Context: an optimization exercise on an open-source flow, tuned for a short achievable clock period and few clock cycles per item. The choices shown serve that exercise and are no tape-out recipe. The RTL was checked by simulation tests, not by an equivalence proof against the original design. Power figures rest on the tool's default switching activity, not on a simulated workload.

==> design/flow/standard.sh <==
#!/bin/bash
# synth_recipe.tcl (not shown) runs the flow's synth.tcl, then flattens the netlist and writes it again
# the make line also repeats each setting of config.mk as NAME=value (left out here)
make -C /OpenROAD-flow-scripts/flow DESIGN_CONFIG=/design/flow/config.mk WORK_HOME=/design/flow/orfs CLKGATE_MAP_FILE= SYNTH_SCRIPT=/design/flow/synth_recipe.tcl "${@:-finish}"
==> design/flow/config.mk <==
export PLATFORM = sky130hd
export DESIGN_NAME = cpu
export DESIGN_NICKNAME = cpu
export VERILOG_FILES = /design/flow/design.v
export SDC_FILE = /design/flow/constraint.sdc
export NUM_CORES = 4
export LEC_CHECK = 0
export ABC_CLOCK_PERIOD_IN_PS = 2500
export CAP_MARGIN = 20
export CORE_MARGIN = 2
export CORE_UTILIZATION = 40
export PLACE_DENSITY = 0.42
export SETUP_SLACK_MARGIN = 5
export SLEW_MARGIN = 20
==> design/flow/flow/run.sh <==
#!/bin/bash
set -uo pipefail
bash standard.sh SETUP_SLACK_MARGIN=6.2 finish > flow_make.log 2>&1
status=$?
cp -f orfs/logs/sky130hd/cpu/base/*.log . 2>/dev/null || true
exit $status
==> design/flow/design.v <==
package cpu_pkg;
    localparam int DATA_BITS = 32;
    typedef logic [DATA_BITS-1:0] data_t;
    typedef logic [DATA_BITS-3:0] wpc_t;
    localparam int MEM_ADDR_BITS = 18;
    localparam int INST_BYTES = 4;
    localparam logic [6:0] OPCODE_JAL = 7'b1101111;
    localparam int LOOP_ENTRIES = 128;
endpackage
`timescale 1ns/1ns
module mem_ctrl (
    input  logic           clk_in,
    input  logic           rst,
    input  logic           rdy,
    input  logic [7:0]     mem_din,
    output cpu_pkg::data_t mem_a,
    input  logic           run,         
    input  logic           room,        
    output logic           in_flight,   
    output logic           w_valid,
    output cpu_pkg::wpc_t  w_pc,
    output cpu_pkg::data_t w_word,
    output logic           w_jal,
    output cpu_pkg::wpc_t  w_tgt
);
    cpu_pkg::wpc_t apc;
    logic [1:0]    ab;
    logic          dv;
    logic [1:0]    db;
    cpu_pkg::wpc_t dpc;
    logic [7:0]    b1, b2, b3;
    cpu_pkg::wpc_t tgt;
    logic          done;
    logic          is_jal;
    logic          issue;
    logic [cpu_pkg::MEM_ADDR_BITS-1:0] ma;
    cpu_pkg::wpc_t apc_n;
    logic [1:0]    ab_n;
    assign mem_a = cpu_pkg::data_t'(ma);
    assign in_flight = dv;
    assign tgt    = dpc + {{12{b3[7]}}, b2[3:0], b1[7:4], b2[4], b3[6:0], b2[7:6]};
    assign done   = dv && (db == 2'd0);
    assign is_jal = (mem_din[6:0] == cpu_pkg::OPCODE_JAL);
    assign issue  = run && ((ab != 2'd1) || room);
    always_comb begin
        apc_n = apc;
        ab_n  = ab;
        if (rdy && run) begin
            if (done && is_jal) begin
                apc_n = tgt;
                ab_n  = 2'd1;
            end else if (issue) begin
                ab_n = ab + 2'd1;
                if (ab == 2'd0) begin
                    apc_n = apc + 1'b1;
                end
            end
        end
    end
    always_ff @(posedge clk_in) begin
        if (rst) begin
            apc     <= '0;
            ab      <= 2'd1;
            ma      <= 18'd1;
            dv      <= 1'b0;
            w_valid <= 1'b0;
        end else begin
            w_valid <= rdy && run && done;
            apc     <= apc_n;
            ab      <= ab_n;
            ma      <= {apc_n[cpu_pkg::MEM_ADDR_BITS-3:0], ab_n};
            if (rdy && run) begin
                dv <= !(done && is_jal) && issue;
            end
        end
    end
    always_ff @(posedge clk_in) begin
        if (rdy && run) begin
            db  <= ab;
            dpc <= apc;
            if (dv) begin
                case (db)
                    2'd1: b1 <= mem_din;
                    2'd2: b2 <= mem_din;
                    2'd3: b3 <= mem_din;
                    default: ;
                endcase
            end
        end
    end
    always_ff @(posedge clk_in) begin
        if (rdy && run && done) begin
            w_pc   <= dpc;
            w_word <= {b3, b2, b1, mem_din};
            w_jal  <= is_jal;
            w_tgt  <= tgt;
        end
    end
endmodule
`timescale 1ns/1ns
module icache #(
    parameter int N = cpu_pkg::LOOP_ENTRIES,
    parameter int G = 16                    
) (
    input  logic           clk_in,
    input  logic           rst,
    input  logic           wr,          
    input  cpu_pkg::data_t wr_word,
    input  logic           closes,      
    input  logic           rot,         
    output logic           can_close,   
    output logic           restart,     
    output cpu_pkg::data_t head,
    output cpu_pkg::data_t head_nx      
);
    localparam int NG = N / G;
    cpu_pkg::data_t words [N];
    cpu_pkg::data_t grp   [NG];         
    cpu_pkg::data_t grp_nx [NG];
    cpu_pkg::data_t grp_or;
    logic [N-1:0]   tap;                
    logic [1:0]     cnt;                
    logic           shift;
    logic           grp_ld;
    logic           head_ld;
    assign shift     = wr || rot;
    assign can_close = cnt[1];
    assign restart   = (cnt == 2'd0) || (cnt[1] && tap[N-1] && !closes);
    assign grp_ld    = (wr && ((cnt == 2'd1) || closes)) || rot;
    assign head_ld   = (wr && closes) || rot;
    always_comb begin
        for (int g = 0; g < NG; g++) begin
            grp_nx[g] = '0;
            for (int j = 0; j < G; j++) begin
                grp_nx[g] = grp_nx[g] | (words[g*G+j] & {cpu_pkg::DATA_BITS{tap[g*G+j]}});
            end
        end
        grp_or = '0;
        for (int g = 0; g < NG; g++) begin
            grp_or = grp_or | grp[g];
        end
    end
    assign head_nx = head_ld ? grp_or : head;
    always_ff @(posedge clk_in) begin
        if (rst) begin
            cnt <= 2'd0;
            tap <= N'(1);
        end else if (wr && !closes) begin
            if (restart) begin
                cnt <= 2'd1;
                tap <= N'(1);
            end else if (cnt == 2'd1) begin
                cnt <= 2'd2;
            end else begin
                tap <= {tap[N-2:0], 1'b0};
            end
        end
    end
    always_ff @(posedge clk_in) begin
        head <= head_nx;
        if (grp_ld) begin
            for (int g = 0; g < NG; g++) begin
                grp[g] <= grp_nx[g];
            end
        end
        if (shift) begin
            words[0] <= rot ? head : wr_word;
            for (int i = 1; i < N; i++) begin
                words[i] <= words[i-1];
            end
        end
    end
endmodule
`timescale 1ns/1ns
module fetch_unit (
    input  logic           clk_in,
    input  logic           rst,
    output logic           run,
    input  logic           w_valid,
    input  cpu_pkg::wpc_t  w_pc,
    input  cpu_pkg::data_t w_word,
    input  logic           w_jal,
    input  cpu_pkg::wpc_t  w_tgt,
    output logic           lb_wr,
    output logic           lb_rot,
    output logic           lb_closes,
    input  logic           lb_can_close,
    input  logic           lb_restart,
    input  cpu_pkg::data_t lb_head,
    input  cpu_pkg::data_t lb_head_nx,
    output logic           push,
    output cpu_pkg::wpc_t  push_pc,
    output cpu_pkg::data_t push_word,
    input  logic           room_next    
);
    logic          replay;
    logic          rot_q;
    cpu_pkg::wpc_t start_pc;            
    cpu_pkg::wpc_t rpc;                 
    logic          closes;
    logic          nx_jal;
    cpu_pkg::wpc_t nx_inc;
    cpu_pkg::wpc_t head_inc;            
    assign run    = !replay;
    assign lb_wr  = w_valid && !replay;
    assign lb_rot = rot_q;
    assign closes    = w_valid && !replay && w_jal && lb_can_close && (w_tgt == start_pc);
    assign lb_closes = closes;
    assign nx_jal = (lb_head_nx[6:0] == cpu_pkg::OPCODE_JAL);
    assign nx_inc = nx_jal ? {{12{lb_head_nx[31]}}, lb_head_nx[19:12], lb_head_nx[20], lb_head_nx[30:22]}
                           : cpu_pkg::wpc_t'(1);
    assign push      = replay ? rot_q : w_valid;
    assign push_pc   = replay ? rpc : w_pc;
    assign push_word = replay ? lb_head : w_word;
    always_ff @(posedge clk_in) begin
        if (rst) begin
            replay <= 1'b0;
            rot_q  <= 1'b0;
        end else begin
            if (closes) begin
                replay <= 1'b1;
            end
            rot_q <= (replay || closes) && room_next;
        end
    end
    always_ff @(posedge clk_in) begin
        head_inc <= nx_inc;
        if (lb_wr && lb_restart) begin
            start_pc <= w_pc;
        end
        if (closes) begin
            rpc <= w_tgt;
        end else if (rot_q) begin
            rpc <= rpc + head_inc;
        end
    end
endmodule
`timescale 1ns/1ns
module inst_queue (
    input  logic           clk_in,
    input  logic           rst,
    input  logic           rdy,
    input  logic           in_push,
    input  cpu_pkg::wpc_t  in_push_pc,
    input  cpu_pkg::data_t in_push_word,
    output logic           room_next,   
    output logic [1:0]     held,        
    output logic           ins_valid,
    output cpu_pkg::data_t ins_pc,
    output cpu_pkg::data_t ins_word,
    input  logic           ins_ready
);
    logic          o_v;
    cpu_pkg::wpc_t o_pc;
    cpu_pkg::data_t o_word;
    cpu_pkg::wpc_t h_pc;
    cpu_pkg::data_t h_word;
    cpu_pkg::wpc_t n_pc;
    cpu_pkg::data_t n_word;
    logic          k_v;
    cpu_pkg::wpc_t k_pc;
    cpu_pkg::data_t k_word;
    logic          pop;
    logic          load_o;
    assign ins_valid = o_v;
    assign ins_pc    = {o_pc, 2'b00};
    assign ins_word  = o_word;
    assign pop    = rdy && ins_ready && o_v;
    assign load_o = pop || !o_v;
    assign room_next = !(o_v && (k_v || in_push) && !pop) && !(k_v && in_push);
    assign held      = {1'b0, o_v} + {1'b0, k_v};
    always_ff @(posedge clk_in) begin
        if (rst) begin
            o_v <= 1'b0;
            k_v <= 1'b0;
        end else begin
            if (load_o) begin
                o_v <= k_v || in_push;
                k_v <= k_v && in_push;
            end else begin
                k_v <= k_v || in_push;
            end
        end
    end
    assign n_pc   = k_v ? k_pc : in_push_pc;
    assign n_word = k_v ? k_word : in_push_word;
    always_ff @(posedge clk_in) begin
        o_pc   <= load_o ? n_pc : h_pc;
        o_word <= load_o ? n_word : h_word;
        h_pc   <= load_o ? n_pc : o_pc;
        h_word <= load_o ? n_word : o_word;
        if (load_o ? k_v : !k_v) begin
            k_pc   <= in_push_pc;
            k_word <= in_push_word;
        end
    end
endmodule
`timescale 1ns/1ns
module cpu (
    input  logic           clk_in,
    input  logic           rst,
    input  logic           rdy,
    input  logic [7:0]     mem_din,
    output logic [7:0]     mem_dout,
    output cpu_pkg::data_t mem_a,
    output logic           mem_wr,
    output logic           ins_valid,
    output cpu_pkg::data_t ins_pc,
    output cpu_pkg::data_t ins_word,
    input  logic           ins_ready
);
    logic           run;
    logic           room;
    logic           in_flight;
    logic           w_valid;
    cpu_pkg::wpc_t  w_pc;
    cpu_pkg::data_t w_word;
    logic           w_jal;
    cpu_pkg::wpc_t  w_tgt;
    logic           lb_wr;
    logic           lb_rot;
    logic           lb_closes;
    logic           lb_can_close;
    logic           lb_restart;
    cpu_pkg::data_t lb_head;
    cpu_pkg::data_t lb_head_nx;
    logic           push;
    cpu_pkg::wpc_t  push_pc;
    cpu_pkg::data_t push_word;
    logic           room_next;
    logic [1:0]     held;
    assign mem_dout = 8'd0;
    assign mem_wr   = 1'b0;
    assign room = ({1'b0, held} + {2'b0, w_valid} + {2'b0, in_flight}) <= 3'd1;
    mem_ctrl u_mem_ctrl (
        .clk_in    (clk_in),
        .rst       (rst),
        .rdy       (rdy),
        .mem_din   (mem_din),
        .mem_a     (mem_a),
        .run       (run),
        .room      (room),
        .in_flight (in_flight),
        .w_valid   (w_valid),
        .w_pc      (w_pc),
        .w_word    (w_word),
        .w_jal     (w_jal),
        .w_tgt     (w_tgt)
    );
    icache u_icache (
        .clk_in  (clk_in),
        .rst     (rst),
        .wr      (lb_wr),
        .wr_word (w_word),
        .closes  (lb_closes),
        .rot     (lb_rot),
        .can_close (lb_can_close),
        .restart (lb_restart),
        .head    (lb_head),
        .head_nx (lb_head_nx)
    );
    fetch_unit u_fetch_unit (
        .clk_in     (clk_in),
        .rst        (rst),
        .run        (run),
        .w_valid    (w_valid),
        .w_pc       (w_pc),
        .w_word     (w_word),
        .w_jal      (w_jal),
        .w_tgt      (w_tgt),
        .lb_wr      (lb_wr),
        .lb_rot     (lb_rot),
        .lb_closes  (lb_closes),
        .lb_can_close (lb_can_close),
        .lb_restart (lb_restart),
        .lb_head    (lb_head),
        .lb_head_nx (lb_head_nx),
        .push       (push),
        .push_pc    (push_pc),
        .push_word  (push_word),
        .room_next  (room_next)
    );
    inst_queue u_inst_queue (
        .clk_in       (clk_in),
        .rst          (rst),
        .rdy          (rdy),
        .in_push      (push),
        .in_push_pc   (push_pc),
        .in_push_word (push_word),
        .room_next    (room_next),
        .held         (held),
        .ins_valid    (ins_valid),
        .ins_pc       (ins_pc),
        .ins_word     (ins_word),
        .ins_ready    (ins_ready)
    );
endmodule
==> design/flow/constraint.sdc <==
create_clock -name core_clock -period 9.0 [get_ports {clk_in}]
set_input_delay 1.8000 -clock core_clock [delete_from_list [all_inputs] [get_ports {clk_in}]]
set_output_delay 1.8000 -clock core_clock [all_outputs]
set_load 0.01 [all_outputs]
==> impl_metrics.yaml, run 1 <==
run_status:
  outcome: "no timing/DRC/antenna violations"
critical_path:
  crit_buf_inv: 1
  cp_max_fo: 2
  path_delay_family: "flip-flops"
  crit_chain: "buf_6"
  path_class: "register to output port"
  critPathLaunchType: "register"
  rrSetupSlack_ns: 5.81
  cp_slowest_stage_delay_ns: 0.47
  required_ns: 7.20
  cp.arrival_ns: 1.69
  slowest_stage: "dfxtp_4"
  crit_path_end_kind: "output port"
detailed_routing:
  dr.pass1.iters: 6
  vias: 100400
  wl_mm: 582.0
  avgViaCountPerCell: 6.129
  drt_iter0_markers: 11360
  drc_errors: 0
  wl_per_cell_microns: 35.52
  antenna_left: 0
cts:
  cts_sinks: 4966
  clockBufferDepth: 4
  clkTransAtPathRegs_ns: 0.06
  h-tree-depth: 6
  ctsRootBufferMaster: "clkbuf_16"
  clk_latency_ns: 1.04
  ctsHoldBuffers: 0
  cts_tree: "done"
  cts_made_buffers: 554
flow_run:
  drv_cap: 0
synth:
  yosysSeqAreaShare_pct: 81.59
  synth_ff_type: "edfxtp_1"
  synth_cells: 9630
  ys_ff_latch: 4966
  synthArstFlopShare_pct: 0
  yosysWarnings: 7
  synth_area_per_cell_sq_um: 18.55
  syn_area_sq_mm: 0.1786
  synth_edf_count: 4629
  synth_cell_types: 82
worst_hold_path:
  min_path_type: "register to register"
place:
  io_buffer_count: 92
  dpl.cell_count: 15200
  dpl_cell_area_sq_mm: 0.1866
  gp_congestion: 0.8252
  dp_hpwl_mm: 331.9
timing:
  fmax_ghz: 0.2868
  finalCritPeriodShare_pct: 38.74
  setup_viol: 0
  hold_viol: 0
  clock_skew_ns: 0.04510
  slew_headroom_pct: 14.33
  rsz0062_at_grt: "true"
  final_max_slew_viol_count: 0
  holdWs_ns: 0.4120
  worst_slew_pin_slew_ns: 1.285
  period_minus_slack_ns: 3.486
  setup-tns-final_ns: 0
pwr:
  fin_total_pwr_uw: 47620
  ir_worst_vdd_mv: 0.1937
  power_per_cell_area_mw_per_mm2: 228.9
  power.leakage_uw: 0.06589
floorplanning:
  ios: 118
  dieArea_sq_mm: 0.4520
  fp.coreArea_sq_mm: 0.4451
  initial_core_util_pct: 40.14
  die_x_microns: 672.3
  rows: 245
  die_y_microns: 672.3
final_layout:
  layout.cells.non_filler: 16390
  final_common_cell: "edfxtp_1"
  num-nets-final: 10080
  drive_above_1_share_pct: 16.34
  fin_area_sq_mm: 0.2080
  nFillCells: 37650
  final_cell_mix: "edfxtp_1, a221oi_1, a22o_1, clkbuf_16, nand2_1"
  area_delta_synth_final_pct: 16.46
global_route:
  grt_pass1_wl_mm: 794.3
  overflow: 0
  grt_usage_pct: 24.69
  first_global_vias: 98270
  grt_max_degree: 201
  antenna_found_initial: 27
-- area by class of cell --
class	instances	area (sq um)	area share, %
diodes	18	45.04	0.02165
clock inverters	264	2177	1.046
well taps	5928	7417	3.565
clock buffers	726	15080	7.251
multi-input cells	3979	31440	15.11
repair buffers	464	5528	2.657
inverters	42	176.4	0.08480
flip-flops and latches	4966	146200	70.26
-- kinds of logic (layout without fill, tap and decap cells) --
kind of cell / after synthesis / in the layout / synth area share (%)
DFF: 4966 / 4966 / 81.59
AOI/OAI and AO/OA: 2553 / 2554 / 12.00
and+or+nand+nor: 1135 / 1144 / 3.218
buffers and inverters: 719 / 1496 / 1.639
muxes: 109 / 109 / 0.6829
xor gates and xnor gates: 83 / 83 / 0.4111
adders and majority gates: 64 / 64 / 0.4609
other: 1 / 43 / 0.002099
-- repair_timing --
item,in CTS,in global routing
hold endpoints to repair,0,0
setup endpoints to repair,4485,2112
resized for setup,798,113
pin swaps,59,67
gates cloned,34,17
buffers inserted,98,31
-- routing by layer --
metal	vias up	GRT usage [%]	routed length, microns
met5	-	0	22
met4	4	6.536	16140
met3	710	3.315	34260
met2	4160	40.64	280300
met1	54230	34.65	251300
li1	41340	-	-
-- path summary, 6_finish.rpt --
kind                                  end               startpoint  cells past startpoint
setup / recovery              ins_word[9]   u_inst_queue.o_word[9]                      1
hold / removal    u_inst_queue.o_word[31]  u_inst_queue.h_word[31]                      2
setup reg to reg       u_mem_ctrl.apc[28]         u_mem_ctrl.b2[6]                     11
hold reg to reg   u_inst_queue.o_word[31]  u_inst_queue.h_word[31]                      2
-- metrics by stage --
step	utilization (%)	setup WS (ns)
final	46.74	5.514
after global routing	46.73	5.477
after CTS	46.48	5.384
after detailed placement	41.92	4.060
after global placement	41.91	4.046
after floorplan	-	-40.06
-- sequential cells by signal, summed over array words and instances (netlist names), 8 cells and up --
signal,count
u_icache.tap,128
u_inst_queue.h_pc,30
u_icache.head,32
u_mem_ctrl.b3,8
u_mem_ctrl.w_word,32
u_inst_queue.o_word,32
u_inst_queue.k_pc,30
u_mem_ctrl.dpc,30
u_mem_ctrl.w_tgt,30
u_icache.words,4096
u_inst_queue.o_pc,30
u_fetch_unit.head_inc,19
u_mem_ctrl.b1,8
u_inst_queue.k_word,32
u_mem_ctrl.b2,8
u_fetch_unit.rpc,30
u_mem_ctrl.apc,14
u_fetch_unit.start_pc,30
u_icache.grp,256
u_inst_queue.h_word,32
u_mem_ctrl.ma,18
u_mem_ctrl.w_pc,30
-- Yosys cell counts (7+ instances only) --
cell | n | area (sq um)
dfxtp_1 | 337 | 6746
a22oi_1 | 132 | 991.0
nor2_1 | 220 | 825.8
o21bai_1 | 9 | 67.56
and3_1 | 18 | 112.6
o211ai_1 | 70 | 525.5
buf_2 | 17 | 85.08
nor4_1 | 75 | 469.2
a22o_1 | 1025 | 8977
nor3b_1 | 25 | 187.7
nand4_1 | 283 | 1770
nand3_1 | 23 | 115.1
nand2b_1 | 77 | 481.7
a221oi_1 | 1029 | 9012
o21ai_0 | 73 | 365.4
ha_1 | 61 | 763.2
or3_1 | 7 | 43.79
nor3_1 | 16 | 80.08
a21o_1 | 28 | 210.2
nor2b_1 | 8 | 50.05
inv_1 | 39 | 146.4
clkbuf_1 | 589 | 2211
buf_4 | 41 | 307.8
mux2_2 | 103 | 1160
a21oi_1 | 82 | 410.4
buf_1 | 24 | 90.09
and2_1 | 9 | 56.30
xor2_1 | 25 | 219.0
and4_1 | 9 | 78.83
nand2_1 | 345 | 1295
edfxtp_1 | 4629 | 139000
xnor2_1 | 57 | 499.2
a31oi_1 | 36 | 225.2
-- power by group --
group / switching [uW] / total [uW] / internal [uW]
sequential: 141 / 25200 / 25100
clock: 9240 / 21900 / 12700
combinational: 296 / 446 / 150
total: 9680 / 47600 / 37900
Testbench counts, summed over its fixed seeds: cycles 37,673, items 32,000.
==> inputs of run 2 (changes only) <==
--- a/design/flow/design.v
+++ b/design/flow/design.v
@@ -37,4 +37,5 @@
     cpu_pkg::wpc_t apc_n;
     logic [1:0]    ab_n;
+    logic [cpu_pkg::MEM_ADDR_BITS-1:0] ma_n;
     assign mem_a = cpu_pkg::data_t'(ma);
     assign in_flight = dv;
@@ -58,4 +59,17 @@
         end
     end
+    always_comb begin
+        ma_n = ma;
+        if (rdy && run) begin
+            if (done && is_jal) begin
+                ma_n = {tgt[cpu_pkg::MEM_ADDR_BITS-3:0], 2'd1};
+            end else if (issue) begin
+                ma_n[1:0] = ma[1:0] + 2'd1;
+                if (ma[1:0] == 2'd0) begin
+                    ma_n[cpu_pkg::MEM_ADDR_BITS-1:2] = ma[cpu_pkg::MEM_ADDR_BITS-1:2] + 1'b1;
+                end
+            end
+        end
+    end
     always_ff @(posedge clk_in) begin
         if (rst) begin
@@ -69,5 +83,5 @@
             apc     <= apc_n;
             ab      <= ab_n;
-            ma      <= {apc_n[cpu_pkg::MEM_ADDR_BITS-3:0], ab_n};
+            ma      <= ma_n;
             if (rdy && run) begin
                 dv <= !(done && is_jal) && issue;
@@ -252,4 +266,5 @@
 );
     logic          o_v;
+    logic          out_v;               
     cpu_pkg::wpc_t o_pc;
     cpu_pkg::data_t o_word;
@@ -263,5 +278,5 @@
     logic          pop;
     logic          load_o;
-    assign ins_valid = o_v;
+    assign ins_valid = out_v;
     assign ins_pc    = {o_pc, 2'b00};
     assign ins_word  = o_word;
@@ -272,7 +287,9 @@
     always_ff @(posedge clk_in) begin
         if (rst) begin
-            o_v <= 1'b0;
-            k_v <= 1'b0;
+            o_v   <= 1'b0;
+            out_v <= 1'b0;
+            k_v   <= 1'b0;
         end else begin
+            out_v <= k_v || in_push || (o_v && !pop);
             if (load_o) begin
                 o_v <= k_v || in_push;
@@ -286,8 +303,15 @@
     assign n_word = k_v ? k_word : in_push_word;
     always_ff @(posedge clk_in) begin
-        o_pc   <= load_o ? n_pc : h_pc;
-        o_word <= load_o ? n_word : h_word;
-        h_pc   <= load_o ? n_pc : o_pc;
-        h_word <= load_o ? n_word : o_word;
+        if (load_o) begin
+            h_pc   <= n_pc;
+            h_word <= n_word;
+        end
+        if (rst) begin
+            o_pc   <= '0;
+            o_word <= '0;
+        end else begin
+            o_pc   <= load_o ? n_pc : h_pc;
+            o_word <= load_o ? n_word : h_word;
+        end
         if (load_o ? k_v : !k_v) begin
             k_pc   <= in_push_pc;
--- a/design/flow/config.mk
+++ b/design/flow/config.mk
@@ -10,4 +10,6 @@
 export CORE_MARGIN = 2
 export CORE_UTILIZATION = 40
+export CTS_CLUSTER_DIAMETER = 50
+export CTS_CLUSTER_SIZE = 20
 export PLACE_DENSITY = 0.42
 export SETUP_SLACK_MARGIN = 5
==> run 2 against run 1 <==
Sequential cell count up 19. Clock power up 9.1%. Critical path type unchanged. Die area up 0.22%. Highest routed layer unchanged. Still clean on timing, DRC and antenna. Maximum frequency up 5.0%.
==> impl_metrics.yaml, run 2 <==
worst_hold_path:
  hp-start: "u_icache.words[12][28]"
  min_path_type: "register to register"
  min_to: "u_icache.words[13][28]"
  whs_path_depth: 0
floorplanning:
  die_y_microns: 673.0
  dieArea_sq_mm: 0.4530
  initial_core_util_pct: 40.20
  ios: 118
  fp.coreArea_sq_mm: 0.4454
  die_x_microns: 673.0
  rows: 245
synth:
  yosys.area.top_type: "edfxtp_1"
  yosysWarnings: 7
  synth_cell_types: 71
  synth_edf_count: 4629
  ys_ff_latch: 4985
  synth.area.top_cells: "edfxtp_1, a221oi_1, a22o_1"
  syn_area_sq_mm: 0.1790
  netlist.area_leader.share_pct: 77.64
  synth_common_cells: "edfxtp_1, a221oi_1, a22o_1"
  synth_cells: 9608
  synthArstFlopShare_pct: 0
  yosysMostFrequentCell: "edfxtp_1"
  synth_ff_type: "edfxtp_1"
  synth_area_per_cell_sq_um: 18.63
  yosysSeqAreaShare_pct: 81.62
detailed_routing:
  vias: 101000
  drc_errors: 0
  dr.pass1.iters: 6
  avgViaCountPerCell: 6.103
  wl_mm: 574.6
  antenna_left: 0
  wl_per_cell_microns: 34.72
  drt_iter0_markers: 11670
cts:
  clockBufferDepth: 4
  clkTransAtPathRegs_ns: 0.06
  cts_sinks: 4985
  ctsRootBufferMaster: "clkbuf_16"
  h-tree-depth: 6
  ctsHoldBuffers: 0
  cts_tree: "done"
  clk_latency_ns: 1.05
  cts_made_buffers: 562
timing:
  setup-tns-final_ns: 0
  setup_viol: 0
  final_max_slew_viol_count: 0
  worst_slew_pin_slew_ns: 1.169
  rsz0062_at_grt: "true"
  period_minus_slack_ns: 3.320
  clock_skew_ns: 0.05435
  slew_headroom_pct: 21.40
  hold_viol: 0
  fmax_ghz: 0.3012
  finalCritPeriodShare_pct: 36.88
critical_path:
  cp.arrival_ns: 1.52
  crit_chain: "buf_6"
  reg2reg_from: "u_fetch_unit.start_pc[17]"
  slowest_stage: "dfxtp_4"
  critPathLaunchType: "register"
  r2r-end: "u_icache.grp[4][13]"
  reg2regPathDepth: 13
  path_delay_family: "flip-flops"
  cp_max_fo: 3
  path_class: "register to output port"
  crit_path_end_kind: "output port"
  crit_buf_inv: 1
  cp_slowest_stage_delay_ns: 0.39
  rrSetupSlack_ns: 5.99
  required_ns: 7.20
pwr:
  combPwrFrac_pct: 0.9
  p_sw_uw: 10460
  p_int_uw: 39140
  pwr-share-clk_pct: 48.1
  ir_worst_vdd_mv: 0.1974
  seq_power_share_pct: 51.0
  power_per_cell_area_mw_per_mm2: 232.3
  power.leakage_uw: 0.06777
  swShare_pct: 21.09
global_route:
  grt_usage_pct: 24.32
  first_global_vias: 99080
  grt_max_degree: 166
  overflow: 0
  antenna_found_initial: 24
  grt_pass1_wl_mm: 788.1
place:
  io_buffer_count: 92
  dp_hpwl_mm: 323.6
  gp_congestion: 0.8078
final_layout:
  fin_util_pct: 47.93
  largest_register: "u_icache.words"
  multi_input_area_sq_mm: 0.03226
  top_regs: "u_icache.words: 4096 flops, u_icache.grp: 256 flops, u_icache.tap: 128 flops"
  final_common_cell: "edfxtp_1"
  nFillCells: 36930
  seq_area_sq_mm: 0.1464
  area_delta_synth_final_pct: 19.25
  final_cell_mix: "edfxtp_1, a22o_1, a221oi_1, clkbuf_16, nand4_1"
  largest_register_ffs: 4096
  num-nets-final: 10200
  drive_above_1_share_pct: 20.28
flow_run:
  drv_cap: 0
run_status:
  outcome: "no timing/DRC/antenna violations"
-- run 2: cell types whose count changed in the layout (fill, tap and decap cells not counted), sizes merged, moves of 35 or more --
cell and change:
o21ai +81, nand2 -167, inv +84, mux2i +57, clkbuf -44, nor2b +63
clkinvlp +40, nand2b -63, buf +86, o211ai -64, clkinv -35
-- run 2: what timing repair did --
action | 4_1_cts | 5_1_grt
setup endpoints to repair | 4545 | 1558
setup buffers | 120 | 45
gates resized for setup | 770 | 310
cloned | 72 | 37
pin swaps | 57 | 63
-- run 2: final cells by class --
| class | instances | area share (%) |
|---|---|---|
| Sequential cell | 4985 | 68.59 |
| Timing Repair Buffer | 581 | 3.701 |
| Clock inverter | 380 | 1.905 |
| Tap cell | 5928 | 3.474 |
| Antenna cell | 28 | 0.03282 |
| Clock buffer | 659 | 7.122 |
| Inverter | 34 | 0.06212 |
| Multi-Input combinational cell | 3954 | 15.11 |
-- run 2: cells by family (layout without fill, tap and decap cells) --
logic type      Yosys count  after routing  synth area share, %
simple gates           1001           1008                2.953
compound gates         2606           2606                12.01
mux                     165            165               0.9937
buf+inv                 701           1654                1.544
flops                  4985           4985                81.62
fa+ha+maj                66             66               0.4738
xor+xnor                 83             84               0.4060
other cells               1             53             0.002095
-- run 2: worst max-delay path by stage --
stage                                endpoint  cells after the start  slack (ns)          startpoint
after floorplan            u_icache.grp[0][0]                      3      -41.09  u_fetch_unit.rot_q
after global placement    u_icache.grp[2][26]                      9        4.29     u_icache.cnt[1]
after detailed placement  u_icache.grp[2][26]                      9        4.28     u_icache.cnt[1]
after CTS                           mem_a[15]                      1        5.57   u_mem_ctrl.ma[15]
after global routing                mem_a[15]                      1        5.61   u_mem_ctrl.ma[15]
final                               mem_a[15]                      1        5.68   u_mem_ctrl.ma[15]
-- run 2: per-layer routing --
layer  GRT usage (%)  wire [microns]  share of wire, %  vias to the layer above
met5               0              18            0.0031                        -
met4           6.534           16480               2.9                        2
met3           3.091           32450               5.6                      747
met2           40.05          278400                48                     4050
met1           34.17          247300                43                    54460
li1                -               -                 -                    41740
-- run 2: stage by stage --
step | total power (uW) | cells | setup WS (ns) | hold slack [ns] | area, sq um
finish | 49610 | 16550 | 5.680 | 0.4249 | 213500
global route | 51010 | 16540 | 5.613 | 0.4348 | 213500
CTS | 50100 | 16440 | 5.571 | 0.4257 | 210800
detailed placement | 26140 | 15210 | 4.275 | 0.4196 | 187200
global placement | 26130 | 15210 | 4.288 | 0.4285 | 187200
floorplan | 26180 | 9632 | -41.09 | 0.4003 | 179100
-- run 2: power groups by stage --
stage | clock, uW | sequential (uW) | combinational (uW)
2_1_floorplan | 0 | 26000 | 205
3_3_place_gp | 0 | 25800 | 328
3_5_place_dp | 0 | 25800 | 333
4_1_cts | 24400 | 25300 | 396
5_1_grt | 25200 | 25300 | 462
6_report | 23900 | 25300 | 430
Testbench counts of run 2, summed over its fixed seeds: cycles 37,673, items 32,000.
==> inputs of run 3 (changes only) <==
--- a/design/flow/config.mk
+++ b/design/flow/config.mk
@@ -9,8 +9,8 @@
 export CAP_MARGIN = 20
 export CORE_MARGIN = 2
-export CORE_UTILIZATION = 40
+export CORE_UTILIZATION = 55
 export CTS_CLUSTER_DIAMETER = 50
 export CTS_CLUSTER_SIZE = 20
-export PLACE_DENSITY = 0.42
+export PLACE_DENSITY = 0.55
 export SETUP_SLACK_MARGIN = 5
 export SLEW_MARGIN = 20
==> run 3 against run 2 <==
Still clean on timing, DRC and antenna. Sequential power hardly changed. Maximum frequency up 1.9%. Setup slack improved by 0.063 ns. Largest power group unchanged.
==> impl_metrics.yaml, run 3 <==
critical_path:
  required_ns: 7.20
  critPathLaunchType: "register"
  path_class: "register to output port"
  cp_slowest_stage_delay_ns: 0.36
  r2r-end: "u_mem_ctrl.w_tgt[28]"
  crit_buf_inv: 1
  rrSetupSlack_ns: 5.89
  slowest_stage: "dfxtp_4"
  cp.arrival_ns: 1.46
  crit_chain: "buf_6"
  reg2regPathDepth: 13
  crit_path_end_kind: "output port"
  cp_max_fo: 1
  reg2reg_from: "u_mem_ctrl.b2[6]"
  path_delay_family: "flip-flops"
place:
  io_buffer_count: 92
  gp_congestion: 0.8727
  dp_hpwl_mm: 312.7
  dpl.cell_count: 13610
final_layout:
  seq_area_sq_mm: 0.1463
  area_delta_synth_final_pct: 16.97
  largest_register_ffs: 4096
  final_common_cell: "edfxtp_1"
  final_cell_mix: "edfxtp_1, a22o_1, a221oi_1, clkbuf_16, nand4_1"
  top_regs: "u_icache.words: 4096 flops, u_icache.grp: 256 flops, u_icache.tap: 128 flops"
  largest_register: "u_icache.words"
  multi_input_area_sq_mm: 0.03243
  drive_above_1_share_pct: 19.33
  num-nets-final: 10130
  nFillCells: 22060
  layout.cells.non_filler: 14820
synth:
  synthArstFlopShare_pct: 0
  synth_cells: 9608
  netlist.area_leader.share_pct: 77.64
  yosysWarnings: 7
  synth_ff_type: "edfxtp_1"
  ys_ff_latch: 4985
  syn_area_sq_mm: 0.1790
  synth_area_per_cell_sq_um: 18.63
  synth.area.top_cells: "edfxtp_1, a221oi_1, a22o_1"
  yosys.area.top_type: "edfxtp_1"
  yosysMostFrequentCell: "edfxtp_1"
  synth_common_cells: "edfxtp_1, a221oi_1, a22o_1"
  synth_cell_types: 71
  synth_edf_count: 4629
  yosysSeqAreaShare_pct: 81.62
detailed_routing:
  drt_iter0_markers: 14420
  wl_mm: 542.3
  antenna_left: 0
  dr.pass1.iters: 7
  wl_per_cell_microns: 36.61
  avgViaCountPerCell: 6.974
  vias: 103300
  drc_errors: 0
timing:
  hold_viol: 0
  period_minus_slack_ns: 3.257
  setup_viol: 0
  clock_skew_ns: 0.04940
  fmax_ghz: 0.3071
  slew_headroom_pct: 18.92
  setup-tns-final_ns: 0
  worst_slew_pin_slew_ns: 1.214
  finalCritPeriodShare_pct: 36.19
  final_max_slew_viol_count: 0
  rsz0062_at_grt: "true"
cts:
  h-tree-depth: 5
  clkTransAtPathRegs_ns: 0.08
  ctsRootBufferMaster: "clkbuf_16"
  cts_made_buffers: 478
  ctsHoldBuffers: 0
  cts_sinks: 4985
  clk_latency_ns: 1.02
  clockBufferDepth: 4
  cts_tree: "done"
floorplanning:
  ios: 118
  dieArea_sq_mm: 0.3301
  rows: 209
  die_y_microns: 574.6
  initial_core_util_pct: 55.26
  fp.coreArea_sq_mm: 0.3240
  die_x_microns: 574.6
pwr:
  combPwrFrac_pct: 0.9
  seq_power_share_pct: 53.6
  pwr-share-clk_pct: 45.5
  power_per_cell_area_mw_per_mm2: 225.4
  power.leakage_uw: 0.06672
  swShare_pct: 22.36
  p_int_uw: 36650
  ir_worst_vdd_mv: 0.2093
  p_sw_uw: 10560
worst_hold_path:
  hp-start: "u_icache.words[107][30]"
  whs_path_depth: 0
  min_to: "u_icache.words[108][30]"
  min_path_type: "register to register"
global_route:
  antenna_found_initial: 30
  first_global_vias: 97020
  grt_pass1_wl_mm: 745.8
  overflow: 0
  grt_max_degree: 112
  grt_usage_pct: 31.68
flow_run:
  drv_cap: 0
run_status:
  outcome: "no timing/DRC/antenna violations"
run 3: layout make-up:
class | instances | share of cell area (%)
antenna | 10 | 0.01195
clock buffer | 506 | 5.883
clock inverter | 407 | 2.259
inverter | 34 | 0.06333
multi-input combinational | 3956 | 15.48
sequential | 4985 | 69.84
tap | 4325 | 2.584
timing repair buffer | 592 | 3.870
run 3: worst max path at each step:
stage / from / endpoint / slack (ns) / cells past startpoint
finish: u_inst_queue.o_pc[0] / ins_pc[2] / 5.74 / 1
global route: u_inst_queue.o_word[24] / ins_word[24] / 5.69 / 1
CTS: u_inst_queue.o_pc[0] / ins_pc[2] / 5.66 / 1
detailed placement: rdy / u_inst_queue.k_pc[26] / 4.28 / 5
global placement: rdy / u_inst_queue.k_pc[26] / 4.29 / 5
floorplan: u_fetch_unit.rot_q / u_icache.grp[0][0] / -41.09 / 3
run 3: logic make-up after synthesis:
family,synth area share (%)
AO/OA/AOI/OAI,12.01
multiplexers,0.9937
other,0.002095
buffers and inverters,1.544
XOR/XNOR,0.4060
flip-flops,81.62
AND/OR/NAND/NOR,2.953
adder cells (fa/ha/maj),0.4738
run 3: repair_timing:
item,CTS,global route
resized for setup,796,294
pin swaps,60,111
endpoints found under the setup margin,4902,3216
buffers inserted,104,51
gates cloned,78,49
run 3: metal layers:
layer	share of wire [%]	GRT usage [%]
met1	40	46.11
met2	46	48.23
met3	9.7	5.630
met4	4.2	11.90
met5	0.060	0.4304
run 3: stage by stage:
stage	hold slack, ns	setup slack [ns]	instance area [sq um]	power, uW	util (%)
after floorplan	0.4003	-41.09	179100	26180	-
after global placement	0.4287	4.286	185100	26130	57.12
after global routing	0.4353	5.692	209400	48390	64.63
after CTS	0.4293	5.658	206600	47420	63.77
after detailed placement	0.4112	4.277	185100	26140	57.13
final	0.4326	5.743	209400	47210	64.64
run 3: power by group through the flow:
| stage | combinational (uW) | clock (uW) | sequential [uW] |
|---|---|---|---|
| 2_1_floorplan | 205 | 0 | 26000 |
| 3_3_place_gp | 327 | 0 | 25800 |
| 3_5_place_dp | 333 | 0 | 25800 |
| 4_1_cts | 394 | 21700 | 25300 |
| 5_1_grt | 468 | 22600 | 25300 |
| 6_report | 440 | 21500 | 25300 |
==> inputs of run 4 (changes only) <==
--- a/design/flow/design.v
+++ b/design/flow/design.v
@@ -35,8 +35,10 @@
     logic          issue;
     logic [cpu_pkg::MEM_ADDR_BITS-1:0] ma;
+    logic [cpu_pkg::MEM_ADDR_BITS-1:0] ma_port;    
     cpu_pkg::wpc_t apc_n;
     logic [1:0]    ab_n;
     logic [cpu_pkg::MEM_ADDR_BITS-1:0] ma_n;
-    assign mem_a = cpu_pkg::data_t'(ma);
+    logic          ma_chg;
+    assign mem_a = cpu_pkg::data_t'(ma_port);
     assign in_flight = dv;
     assign tgt    = dpc + {{12{b3[7]}}, b2[3:0], b1[7:4], b2[4], b3[6:0], b2[7:6]};
@@ -59,4 +61,5 @@
         end
     end
+    assign ma_chg = rdy && run && ((done && is_jal) || issue);
     always_comb begin
         ma_n = ma;
@@ -77,4 +80,5 @@
             ab      <= 2'd1;
             ma      <= 18'd1;
+            ma_port <= 18'd1;
             dv      <= 1'b0;
             w_valid <= 1'b0;
@@ -84,4 +88,5 @@
             ab      <= ab_n;
             ma      <= ma_n;
+            ma_port <= (ma_n & {cpu_pkg::MEM_ADDR_BITS{ma_chg}}) | (ma & {cpu_pkg::MEM_ADDR_BITS{!ma_chg}});
             if (rdy && run) begin
                 dv <= !(done && is_jal) && issue;
==> run 4 against run 3 <==
Non-clock buffer count down 9. Cell area about the same. Sequential cell count up 18. Power about the same. Critical path type unchanged. Largest cell class unchanged. Critical path depth unchanged. Via count down 1.2%. Clock power about the same. Synthesized cell count up 0.75%. Cell count up 0.46%. Setup slack worse by 0.062 ns. Clock skew down 0.0074 ns. Maximum frequency down 1.9%.
==> impl_metrics.yaml, run 4 <==
run_status:
  outcome: "no timing/DRC/antenna violations"
cts:
  ctsHoldBuffers: 0
  ctsRootBufferMaster: "clkbuf_16"
  clockBufferDepth: 4
  cts_sinks: 5003
  clkTransAtPathRegs_ns: 0.08
  cts_made_buffers: 483
  cts_tree: "done"
  h-tree-depth: 5
  clk_latency_ns: 1.01
timing:
  finalCritPeriodShare_pct: 36.87
  fmax_ghz: 0.3013
  hold_viol: 0
  setup-tns-final_ns: 0
  clock_skew_ns: 0.04202
  setup_viol: 0
  period_minus_slack_ns: 3.319
  worst_slew_pin_slew_ns: 1.195
  slew_headroom_pct: 20.21
  final_max_slew_viol_count: 0
  rsz0062_at_grt: "true"
final_layout:
  final_common_cell: "edfxtp_1"
  nFillCells: 22460
  num-nets-final: 10190
  largest_register_ffs: 4096
  largest_register: "u_icache.words"
  drive_above_1_share_pct: 18.29
  area_delta_synth_final_pct: 16.50
  layout.cells.non_filler: 14880
  final_cell_mix: "edfxtp_1, a22o_1, a221oi_1, clkbuf_16, dfxtp_1"
  multi_input_area_sq_mm: 0.03222
  seq_area_sq_mm: 0.1466
  top_regs: "u_icache.words: 4096 flops, u_icache.grp: 256 flops, u_icache.tap: 128 flops"
synth:
  yosys.area.top_type: "edfxtp_1"
  synth_cells: 9680
  ys_ff_latch: 5003
  synth_cell_types: 75
  yosysSeqAreaShare_pct: 81.51
  yosysMostFrequentCell: "edfxtp_1"
  synth_ff_type: "edfxtp_1"
  synth.area.top_cells: "edfxtp_1, a221oi_1, a22o_1"
  yosysWarnings: 7
  synth_edf_count: 4629
  synthArstFlopShare_pct: 0
  netlist.area_leader.share_pct: 77.34
  synth_area_per_cell_sq_um: 18.57
  synth_common_cells: "edfxtp_1, a221oi_1, a22o_1"
  syn_area_sq_mm: 0.1797
place:
  gp_congestion: 0.8651
  dp_hpwl_mm: 293.8
  io_buffer_count: 92
  dpl.cell_count: 13680
global_route:
  antenna_found_initial: 16
  grt_max_degree: 103
  first_global_vias: 97800
  overflow: 0
  grt_usage_pct: 30.74
  grt_pass1_wl_mm: 730.7
critical_path:
  path_class: "register to output port"
  crit_buf_inv: 1
  critPathLaunchType: "register"
  crit_chain: "buf_6"
  path_delay_family: "flip-flops"
  required_ns: 7.20
  cp.arrival_ns: 1.52
  slowest_stage: "dfxtp_4"
  crit_path_end_kind: "output port"
  cp_slowest_stage_delay_ns: 0.40
  cp_max_fo: 1
floorplanning:
  initial_core_util_pct: 55.34
  die_x_microns: 575.6
  rows: 209
  fp.coreArea_sq_mm: 0.3248
  dieArea_sq_mm: 0.3314
  die_y_microns: 575.6
  ios: 118
detailed_routing:
  antenna_left: 0
  avgViaCountPerCell: 6.858
  wl_mm: 527.9
  wl_per_cell_microns: 35.47
  drc_errors: 0
  dr.pass1.iters: 6
  drt_iter0_markers: 14030
  vias: 102100
pwr:
  ir_worst_vdd_mv: 0.2228
  power.leakage_uw: 0.06676
  power_per_cell_area_mw_per_mm2: 225.3
flow_run:
  drv_cap: 0
worst_hold_path:
  min_path_type: "register to register"
==> run 4: metrics by stage <==
| stage | util, % | setup WS (ns) | area (sq um) | hold slack [ns] | total power, uW |
|---|---|---|---|---|---|
| after floorplan | - | -41.07 | 179800 | 0.4003 | 26270 |
| after global placement | 57.18 | 3.377 | 185700 | 0.4275 | 26240 |
| after detailed placement | 57.19 | 3.422 | 185700 | 0.4054 | 26250 |
| after CTS | 63.90 | 5.607 | 207500 | 0.4280 | 47470 |
| after global routing | 64.46 | 5.642 | 209400 | 0.4261 | 48410 |
| final | 64.47 | 5.681 | 209400 | 0.4273 | 47170 |
==> run 4: worst paths after layout <==
kind                                           startpoint                     to  slack [ns]  depth (start not counted)
worst min-delay path                u_icache.words[98][3]  u_icache.words[99][3]        0.43                          0
worst min register to register      u_icache.words[98][3]  u_icache.words[99][3]        0.43                          0
worst max-delay path                 u_inst_queue.o_pc[0]              ins_pc[2]        5.68                          1
worst max register to register  u_fetch_unit.start_pc[25]    u_icache.grp[1][31]        5.95                         12
==> run 4: cells by family (layout without fill, tap and decap cells) <==
group	count (synthesis)	in the layout	synth area share, %
buf+inv	710	1547	1.547
fa+ha+maj	66	66	0.4720
compound gates	2620	2621	12.03
other cells	1	38	0.002087
simple gates	1023	1026	2.976
flops	5003	5003	81.51
mux	183	183	1.100
xor+xnor	74	74	0.3606
==> run 4: final cells by class <==
class	instances	area share, %
multi-input combinational	3995	15.39
antenna	13	0.01554
inverter	40	0.09860
sequential	5003	70.04
timing repair buffer	583	3.763
tap	4325	2.585
timing repair inverter	3	0.01613
clock buffer	537	6.044
clock inverter	384	2.053
==> run 4: repair_timing <==
item,in CTS,in global routing
buffers inserted,122,41
resized for setup,831,216
endpoints found under the setup margin,4094,2096
pin swaps,55,72
cloned,80,24
==> run 4: where the power goes <==
group          total, uW  switching [uW]  leakage [uW]  internal (uW)
Sequential         25400             134        0.0449          25300
Clock              21300            9780       0.00816          11600
Combinational        441             288        0.0137            153
Total              47200           10200        0.0668          37000
==> run 4: layer usage <==
| metal | routed length [microns] | track usage, % | up-vias |
|---|---|---|---|
| met5 | 36 | 0 | - |
| met3 | 46160 | 5.255 | 803 |
| met1 | 214300 | 44.25 | 53820 |
| li1 | - | - | 41810 |
| met4 | 21520 | 10.80 | 6 |
| met2 | 245900 | 47.87 | 5634 |
Testbench counts of run 4, summed over its fixed seeds: cycles 37,673, items 32,000.
==> inputs of run 5 (changes only) <==
--- a/design/flow/config.mk
+++ b/design/flow/config.mk
@@ -9,8 +9,8 @@
 export CAP_MARGIN = 20
 export CORE_MARGIN = 2
-export CORE_UTILIZATION = 55
+export CORE_UTILIZATION = 62
 export CTS_CLUSTER_DIAMETER = 50
 export CTS_CLUSTER_SIZE = 20
-export PLACE_DENSITY = 0.55
+export PLACE_DENSITY = 0.62
 export SETUP_SLACK_MARGIN = 5
 export SLEW_MARGIN = 20
==> run 5 against run 4 <==
Setup slack improved by 0.018 ns. Synthesized cell count is the same. Worst hold slack got worse by 0.013 ns. Core utilization is 7.8 points higher. Largest cell class unchanged. Area after synthesis unchanged. Sequential power is essentially flat. Via count is 0.72% higher. Wire length down 3.4%. Global-route usage rose by 2.8 points. Non-clock buffer count is 32 higher. Critical path depth did not move. Critical endpoint is now ins_pc[5]. Power decreased by 2.5%.
==> impl_metrics.yaml, run 5 <==
cts:
  cts_tree: "done"
  cts_sinks: 5003
  ctsHoldBuffers: 0
  ctsRootBufferMaster: "clkbuf_16"
  h-tree-depth: 5
  clockBufferDepth: 4
  cts_made_buffers: 442
  clkTransAtPathRegs_ns: 0.07
  clk_latency_ns: 1.00
final_layout:
  multi_input_area_sq_mm: 0.03251
  seq_area_sq_mm: 0.1466
  top_regs: "u_icache.words: 4096 flops, u_icache.grp: 256 flops, u_icache.tap: 128 flops"
  final_cell_mix: "edfxtp_1, a22o_1, a221oi_1, clkbuf_16, dfxtp_1"
  final_common_cell: "edfxtp_1"
  largest_register: "u_icache.words"
  num-nets-final: 10180
  area_delta_synth_final_pct: 15.86
  drive_above_1_share_pct: 18.44
  nFillCells: 17410
  layout.cells.non_filler: 14290
  largest_register_ffs: 4096
run_status:
  outcome: "no timing/DRC/antenna violations"
pwr:
  fin_total_pwr_uw: 46000
  power_per_cell_area_mw_per_mm2: 220.9
  power.leakage_uw: 0.06650
  ir_worst_vdd_mv: 0.2234
global_route:
  first_global_vias: 97370
  grtUsageMet2_pct: 51.90
  antenna_found_initial: 22
  grtUsageMet3_pct: 6.011
  top_usage_layer: "met2"
  grt_max_degree: 207
  overflow: 0
  grt_pass1_wl_mm: 708.5
  grt_usage_pct: 33.57
  met1_usage_pct: 48.21
timing:
  rsz0062_at_grt: "true"
  holdWs_ns: 0.4143
  hold_viol: 0
  setup-tns-final_ns: 0
  slew_headroom_pct: 17.66
  finalCritPeriodShare_pct: 36.68
  period_minus_slack_ns: 3.301
  setup_viol: 0
  setup_slack_ns: 5.699
  final_max_slew_viol_count: 0
  fmax_ghz: 0.3029
  worst_slew_pin_slew_ns: 1.225
  clock_skew_ns: 0.06075
synth:
  netlist.area_leader.share_pct: 77.34
  synth_common_cells: "edfxtp_1, a221oi_1, a22o_1"
  syn_area_sq_mm: 0.1797
  synth_cell_types: 75
  yosys.area.top_type: "edfxtp_1"
  yosysWarnings: 7
  synth_cells: 9680
  synth_edf_count: 4629
  yosysMostFrequentCell: "edfxtp_1"
  synthArstFlopShare_pct: 0
  ys_ff_latch: 5003
  synth.area.top_cells: "edfxtp_1, a221oi_1, a22o_1"
  synth_ff_type: "edfxtp_1"
  yosysSeqAreaShare_pct: 81.51
  synth_area_per_cell_sq_um: 18.57
place:
  io_buffer_count: 92
  gp_congestion: 0.8891
  place_ws_ns: 3.366
  dp_hpwl_mm: 289.3
  dpl.cell_count: 13130
detailed_routing:
  antenna_left: 0
  wl_mm: 509.8
  wl_per_cell_microns: 35.68
  dr.pass1.iters: 6
  avgViaCountPerCell: 7.195
  drt_iter0_markers: 15270
  drc_errors: 0
  vias: 102800
critical_path:
  crit_path_end_kind: "output port"
  path_delay_family: "flip-flops"
  required_ns: 7.20
  cp_max_fo: 1
  crit_buf_inv: 1
  critPathLaunchType: "register"
  cp_slowest_stage_delay_ns: 0.41
  slowest_stage: "dfxtp_4"
  crit_chain: "buf_6"
  path_class: "register to output port"
  cp.arrival_ns: 1.50
floorplanning:
  fp.coreArea_sq_mm: 0.2881
  ios: 118
  dieArea_sq_mm: 0.2942
  die_x_microns: 542.4
  rows: 197
  initial_core_util_pct: 62.37
  die_y_microns: 542.4
flow_run:
  drv_cap: 0
worst_hold_path:
  min_path_type: "register to register"
## run 5: cell counts after synthesis
No cell type changed its count.
## run 5: metal layers
| layer | wire (microns) | part of all wire, % |
|---|---|---|
| met5 | 42 | 0.0082 |
| met4 | 24500 | 4.8 |
| met3 | 51370 | 10 |
| met2 | 237700 | 47 |
| met1 | 196200 | 38 |
## run 5: kinds of logic after synthesis
logic type | after synthesis | synth area share, %
buf+inv | 710 | 1.547
compound gates | 2620 | 12.03
other cells | 1 | 0.002087
fa+ha+maj | 66 | 0.4720
simple gates | 1023 | 2.976
xor+xnor | 74 | 0.3606
flops | 5003 | 81.51
mux | 183 | 1.100
## run 5: final cells by class
class | instances | area share [%]
tap | 3781 | 2.272
inverter | 40 | 0.08953
sequential | 5003 | 70.43
antenna | 14 | 0.01683
clock inverter | 361 | 2.086
clock buffer | 476 | 5.469
multi-input combinational | 3996 | 15.61
timing repair inverter | 3 | 0.01743
timing repair buffer | 615 | 4.007
## run 5: worst paths after layout
kind,end,cells after the start,slack (ns),start
setup / recovery,ins_pc[5],1,5.70,u_inst_queue.o_pc[3]
hold / removal,u_icache.words[14][20],0,0.41,u_icache.words[13][20]
setup reg to reg,u_icache.grp[7][18],14,5.83,u_mem_ctrl.w_valid
hold reg to reg,u_icache.words[14][20],0,0.41,u_icache.words[13][20]
## run 5: timing repair
| action | CTS | global route |
|---|---|---|
| resized for setup | 856 | 287 |
| setup endpoints to repair | 4398 | 2642 |
| buffers inserted | 139 | 56 |
| pin swaps | 55 | 242 |
| gates cloned | 88 | 23 |
## run 5: metrics by stage
step	instance area (sq um)	util (%)
floorplan	179800	-
global placement	184900	64.18
detailed placement	184900	64.18
CTS	205900	71.47
global route	208200	72.25
finish	208200	72.26
## run 5: where the power goes
| group | internal [uW] | total (uW) | switching (uW) |
|---|---|---|---|
| combinational | 160 | 453 | 292 |
| sequential | 25200 | 25400 | 140 |
| clock | 10500 | 20200 | 9690 |
| total | 35900 | 46000 | 10100 |

[static timing again, ports no longer ideal]
In the flow no input, the clock included, has a driving cell. The finished layouts below were timed again as built, in two steps. Step 1, drivers: a clkbuf_16 drives clk_in and a buf_2 each remaining input, both assumed. Step 2 adds t to the input delays and takes it off the output delays; t is the mean of the earliest and latest rising clock arrival at the registers after step 1. Input paths then give back, and output paths get back, about the clock's delay inside the block. a / b / c = no drivers / after step 1 / after step 2; a / b = the first two.
run | shift t [ns] | setup WS [ns] | worst slew at a driven data input, ns
run 1 | 1.127 | 5.514 / 5.404 / 5.155 | 0.04
run 2 | 1.130 | 5.680 / 5.572 / 5.113 | 0.08
run 3 | 1.099 | 5.743 / 5.639 / 5.201 | 0.07
run 4 | 1.097 | 5.681 / 5.575 / 5.076 | 0.20
run 5 | 1.071 | 5.699 / 5.595 / 5.147 | 0.20
After both steps every run listed still meets setup and hold. For run 4, which loses most, drivers alone change the setup slack by -0.106 ns; drivers and shift together by -0.605 ns.
